Source: an optimization exercise on an open RTL-to-GDS flow (aim: small area, a short achievable clock period and few clock cycles per item). Production flows keep margins and buffers that such runs may drop. At most, simulation tests tie the RTL to the original design; equivalence was not proved. No activity file was given, so power comes from the tool's default toggle rates.

== run 5 ==
## ex_mem_top
module ex_mem_top #(
    parameter int DMEM_WORDS = 16
) (
    input  logic        clk_in,
    input  logic        reset,
    input  logic        rdy_in,
    input  logic [3:0]  issue_cmd,
    input  logic [31:0] issue_pc,
    input  logic [31:0] issue_rs1,
    input  logic [31:0] issue_rs2,
    input  logic [31:0] issue_imm,
    input  logic [4:0]  issue_rd,
    input  logic        issue_strobe,
    output logic        ex_busy,
    output logic [4:0]  wb_rd,
    output logic [31:0] wb_data,
    output logic        wb_strobe,
    output logic        branch_taken,
    output logic [31:0] branch_target
);
Size: about 670 flip-flops, ~210 I/O pins.
==> module ex_mem_top, before the edit <==
module ex_mem_top #(
    parameter int DMEM_WORDS = 16
) (
    input  logic        clk_in,
    input  logic        reset,
    input  logic        rdy_in,
    input  logic [3:0]  issue_cmd,
    input  logic [31:0] issue_pc,
    input  logic [31:0] issue_rs1,
    input  logic [31:0] issue_rs2,
    input  logic [31:0] issue_imm,
    input  logic [4:0]  issue_rd,
    input  logic        issue_strobe,
    output logic        ex_busy,
    output logic [4:0]  wb_rd,
    output logic [31:0] wb_data,
    output logic        wb_strobe,
    output logic        branch_taken,
    output logic [31:0] branch_target
);
    localparam logic [3:0] C_ADD = 4'd0;
    localparam logic [3:0] C_SUB = 4'd1;
    localparam logic [3:0] C_AND = 4'd2;
    localparam logic [3:0] C_OR  = 4'd3;
    localparam logic [3:0] C_XOR = 4'd4;
    localparam logic [3:0] C_SLT = 4'd5;
    localparam logic [3:0] C_SLL = 4'd6;
    localparam logic [3:0] C_SRL = 4'd7;
    localparam logic [3:0] C_BEQ = 4'd8;
    localparam logic [3:0] C_BNE = 4'd9;
    localparam logic [3:0] C_LW  = 4'd10;
    localparam logic [3:0] C_SW  = 4'd11;
    assign ex_busy = !rdy_in;
    logic accept;
    assign accept = issue_strobe && rdy_in;
    logic        d_br, d_sll, d_shift, d_inv, d_sw, d_wb, d_taken;
    logic [31:0] d_rs1, d_a, d_b;
    logic [5:0]  d_addr;
    always_comb begin
        d_br    = (issue_cmd == C_BEQ) || (issue_cmd == C_BNE);
        d_sll   = (issue_cmd == C_SLL);
        d_shift = (issue_cmd == C_SLL) || (issue_cmd == C_SRL);
        d_inv   = (issue_cmd == C_SUB) || (issue_cmd == C_SLT);
        d_sw    = (issue_cmd == C_SW);
        d_wb    = (issue_cmd <= C_SRL) || (issue_cmd == C_LW);
        d_taken = ((issue_rs1 == issue_rs2) == (issue_cmd == C_BEQ)) && d_br;
        d_addr  = issue_rs1[5:0] + issue_imm[5:0];
        for (int i = 0; i < 32; i++) d_rs1[i] = d_sll ? issue_rs1[31-i] : issue_rs1[i];
        if (d_shift && issue_rs2[4]) d_rs1 = {16'd0, d_rs1[31:16]};
        d_a = d_br ? issue_pc : (d_sw ? 32'd0 : d_rs1);
        d_b = d_br ? issue_imm : (d_inv ? ~issue_rs2 : issue_rs2);
    end
    logic        s_wb, s_br, s_sw;
    logic [31:0] s_a, s_p;
    logic        s_cin, s_g0, s_and, s_xor;
    logic        s_sum, s_slt, s_srl, s_sll;
    logic [15:0] s_sel, s_ldh;
    logic [3:0]  s_sh;
    logic [4:0]  s_rd;
    always_ff @(posedge clk_in) begin
        if (reset) begin
            s_wb <= 1'b0;
            s_br <= 1'b0;
            s_sw <= 1'b0;
        end else begin
            s_wb <= accept && d_wb;
            s_br <= accept && d_taken;
            s_sw <= accept && d_sw;
        end
    end
    always_ff @(posedge clk_in) begin
        s_a   <= d_a;
        s_p   <= d_a ^ d_b;
        s_cin <= d_inv;
        s_g0  <= (d_a[0] ^ d_b[0]) ? d_inv : d_a[0];
        s_and <= (issue_cmd == C_AND) || (issue_cmd == C_OR);
        s_xor <= (issue_cmd == C_XOR) || (issue_cmd == C_OR);
        s_sum <= (issue_cmd == C_ADD) || (issue_cmd == C_SUB) || d_br;
        s_slt <= (issue_cmd == C_SLT);
        s_srl <= (issue_cmd == C_SRL);
        s_sll <= d_sll;
        for (int w = 0; w < 16; w++) begin
            s_sel[w] <= (d_addr[5:2] == 4'(w)) && ((issue_cmd == C_LW) || d_sw);
            s_ldh[w] <= (d_addr[5:2] == 4'(w)) && (issue_cmd == C_LW);
        end
        s_sh  <= issue_rs2[3:0];
        s_rd  <= issue_rd;
    end
    logic [31:0] dmem [DMEM_WORDS];
    logic [31:0] gn, pg, pp, ng, np, sum, lg, sh, sh_rev, rdata, result;
    logic        lt;
    int          j;
    always_comb begin
        gn = s_a & ~s_p;
        pg = gn;
        pp = s_p;
        pg[0] = s_g0;
        for (int l = 0; l < 5; l++) begin
            ng = pg;
            np = pp;
            for (int i = 0; i < 32; i++) begin
                if ((i >> l) & 1) begin
                    j = ((i >> l) << l) - 1;
                    ng[i] = pg[i] | (pp[i] & pg[j]);
                    np[i] = pp[i] & pp[j];
                end
            end
            pg = ng;
            pp = np;
        end
        sum = s_p ^ {pg[30:0], s_cin};
        lg  = ({32{s_and}} & gn) | ({32{s_xor}} & s_p);
        lt  = s_p[31] ? !pg[30] : s_a[31];
        sh  = s_a >> s_sh;
        for (int i = 0; i < 32; i++) sh_rev[i] = sh[31-i];
        rdata = '0;
        for (int w = 0; w < 16; w++) rdata = rdata | ({{16{s_ldh[w]}}, {16{s_sel[w]}}} & dmem[w]);
        result = ({32{s_sum}} & sum) | lg | {31'd0, s_slt & lt} |
                 ({32{s_srl}} & sh) | ({32{s_sll}} & sh_rev) |
                 rdata;
    end
    always_ff @(posedge clk_in) begin
        for (int w = 0; w < 16; w++) begin
            if (s_sw && s_sel[w]) dmem[w] <= s_p;
        end
    end
    logic        pend_wb, pend_br;
    logic [31:0] res;
    logic [4:0]  res_rd;
    always_ff @(posedge clk_in) begin
        if (reset) begin
            wb_strobe    <= 1'b0;
            branch_taken <= 1'b0;
            pend_wb      <= 1'b0;
            pend_br      <= 1'b0;
        end else begin
            wb_strobe    <= rdy_in && (s_wb || pend_wb);
            branch_taken <= rdy_in && (s_br || pend_br);
            pend_wb      <= !rdy_in && (s_wb || pend_wb);
            pend_br      <= !rdy_in && (s_br || pend_br);
        end
    end
    always_ff @(posedge clk_in) begin
        if (s_wb || s_br) begin
            res    <= result;
            res_rd <= s_rd;
        end
    end
    assign wb_data       = res;
    assign branch_target = res;
    assign wb_rd         = res_rd;
endmodule
clock: 5.0 ns
lec_check: 0
cap_margin: 20
core_margin: 2
core_utilization: 60
cts_buf_list: sky130_fd_sc_hd__clkbuf_8
cts_cluster_diameter: 50
cts_cluster_size: 16
setup_slack_margin: 2.7
slew_margin: 20
tns_end_percent: 100
standard.sh (not shown) runs the stock make flow with config.mk's settings and CLKGATE_MAP_FILE= SYNTH_SCRIPT=/design/flow/synth_recipe.tcl, a recipe that flattens the netlist after the stock synthesis.
==> flow/flow/run.sh <==
#!/bin/bash
set -euo pipefail
bash standard.sh \
  BUFFER_PORTS_ARGS="-buffer_cell sky130_fd_sc_hd__buf_1" \
  CTS_ARGS="-sink_clustering_enable -repair_clock_nets -sink_clustering_size 28 -sink_clustering_max_diameter 60 -buf_list sky130_fd_sc_hd__clkbuf_16 -dont_use_dummy_load" \
  MATCH_CELL_FOOTPRINT=0 \
  finish > standard_make.log 2>&1
Input changes introduced in run 4 (baseline for comparison: run 5):
--- a/flow/design.v
+++ b/flow/design.v
@@ -104,7 +104,7 @@
     logic [31:0] s_a, s_p;
     logic        s_cin, s_g0, s_and, s_xor;
     logic        s_sum, s_slt, s_srl, s_sll;
-    logic [15:0] s_sel, s_ldh;
+    logic [15:0] s_sel;
     logic [3:0]  s_sh;
     logic [4:0]  s_rd;
     always_ff @(posedge clk_in) begin
@@ -129,10 +129,8 @@
         s_slt <= (issue_cmd == C_SLT);
         s_srl <= (issue_cmd == C_SRL);
         s_sll <= d_sll;
-        for (int w = 0; w < 16; w++) begin
+        for (int w = 0; w < 16; w++)
             s_sel[w] <= (d_addr[5:2] == 4'(w)) && ((issue_cmd == C_LW) || d_sw);
-            s_ldh[w] <= (d_addr[5:2] == 4'(w)) && (issue_cmd == C_LW);
-        end
         s_sh  <= issue_rs2[3:0];
         s_rd  <= issue_rd;
     end
@@ -164,7 +162,7 @@
         sh  = s_a >> s_sh;
         for (int i = 0; i < 32; i++) sh_rev[i] = sh[31-i];
         rdata = '0;
-        for (int w = 0; w < 16; w++) rdata = rdata | ({{16{s_ldh[w]}}, {16{s_sel[w]}}} & dmem[w]);
+        for (int w = 0; w < 16; w++) rdata = rdata | ({32{s_sel[w]}} & dmem[w]);
         result = ({32{s_sum}} & sum) | lg | {31'd0, s_slt & lt} |
                  ({32{s_srl}} & sh) | ({32{s_sll}} & sh_rev) |
                  rdata;
--- outcome ---
Every stage of the flow completed for run 4, and the final layout passed the timing, DRC and antenna checks. The number of fillers in the final layout reported for run 4 is smaller than that of run 5 by about 3%. Delta(cell count after placement, run 4 - run 5) < 0. Any difference in wire length of the first global-routing pass between run 4 and run 5 is small enough to ignore. Largest net degree at the start of global routing (run 5 / run 4): 2.4. Run 4 against run 5; post-cts sizing count is up by more than a quarter. Delta (run 4 minus run 5): total power roughly the same; portion of total power attributed to the clock network rose 0.2 points; post-layout instance area moved up. On post-route core utilization, the lower figure sits with run 5, not run 4. Power dissipated in combinational cells (lower): run 5. On ratio of final minimum period to clock period: between run 4 and run 5, it ends up lower for run 4. Final cell count: run 4 vs run 5 down 0.46%. Relative to run 5, run 4 improves worst setup margin.
Testbench counts of run 4, summed over its fixed seeds: cycles 16,016, ops 16,000.
Only the layout flow was run in run 5; the RTL was not checked for function there.

[port drivers added, routing unchanged]
How much do the figures lean on ideal ports? The routed layouts below were timed once more, with nothing changed but the port constraints. Step 1 assumes that a clkbuf_16 drives the clock port and a buf_2 every other input. Step 2, shift: input delay + t, output delay - t, t = (earliest + latest rising clock arrival at the registers) / 2. This alone moves slack from input paths to output paths. a / b / c = no drivers / after step 1 / after step 2; a / b = the first two.
run	t, ns	slack for setup (ns)	clock arrival spread, ns	worst data-port slew with drivers (ns)
run 5	0.634	2.111 / 2.111 / 2.061	0.087 / 0.088	0.06
run 4	0.627	2.568 / 2.568 / 2.117	0.100 / 0.100	0.05
After both steps setup and hold are still met in every run listed. The setup slack of run 4, which loses most, moves by 0.000 ns with the drivers and by -0.451 ns with both steps.
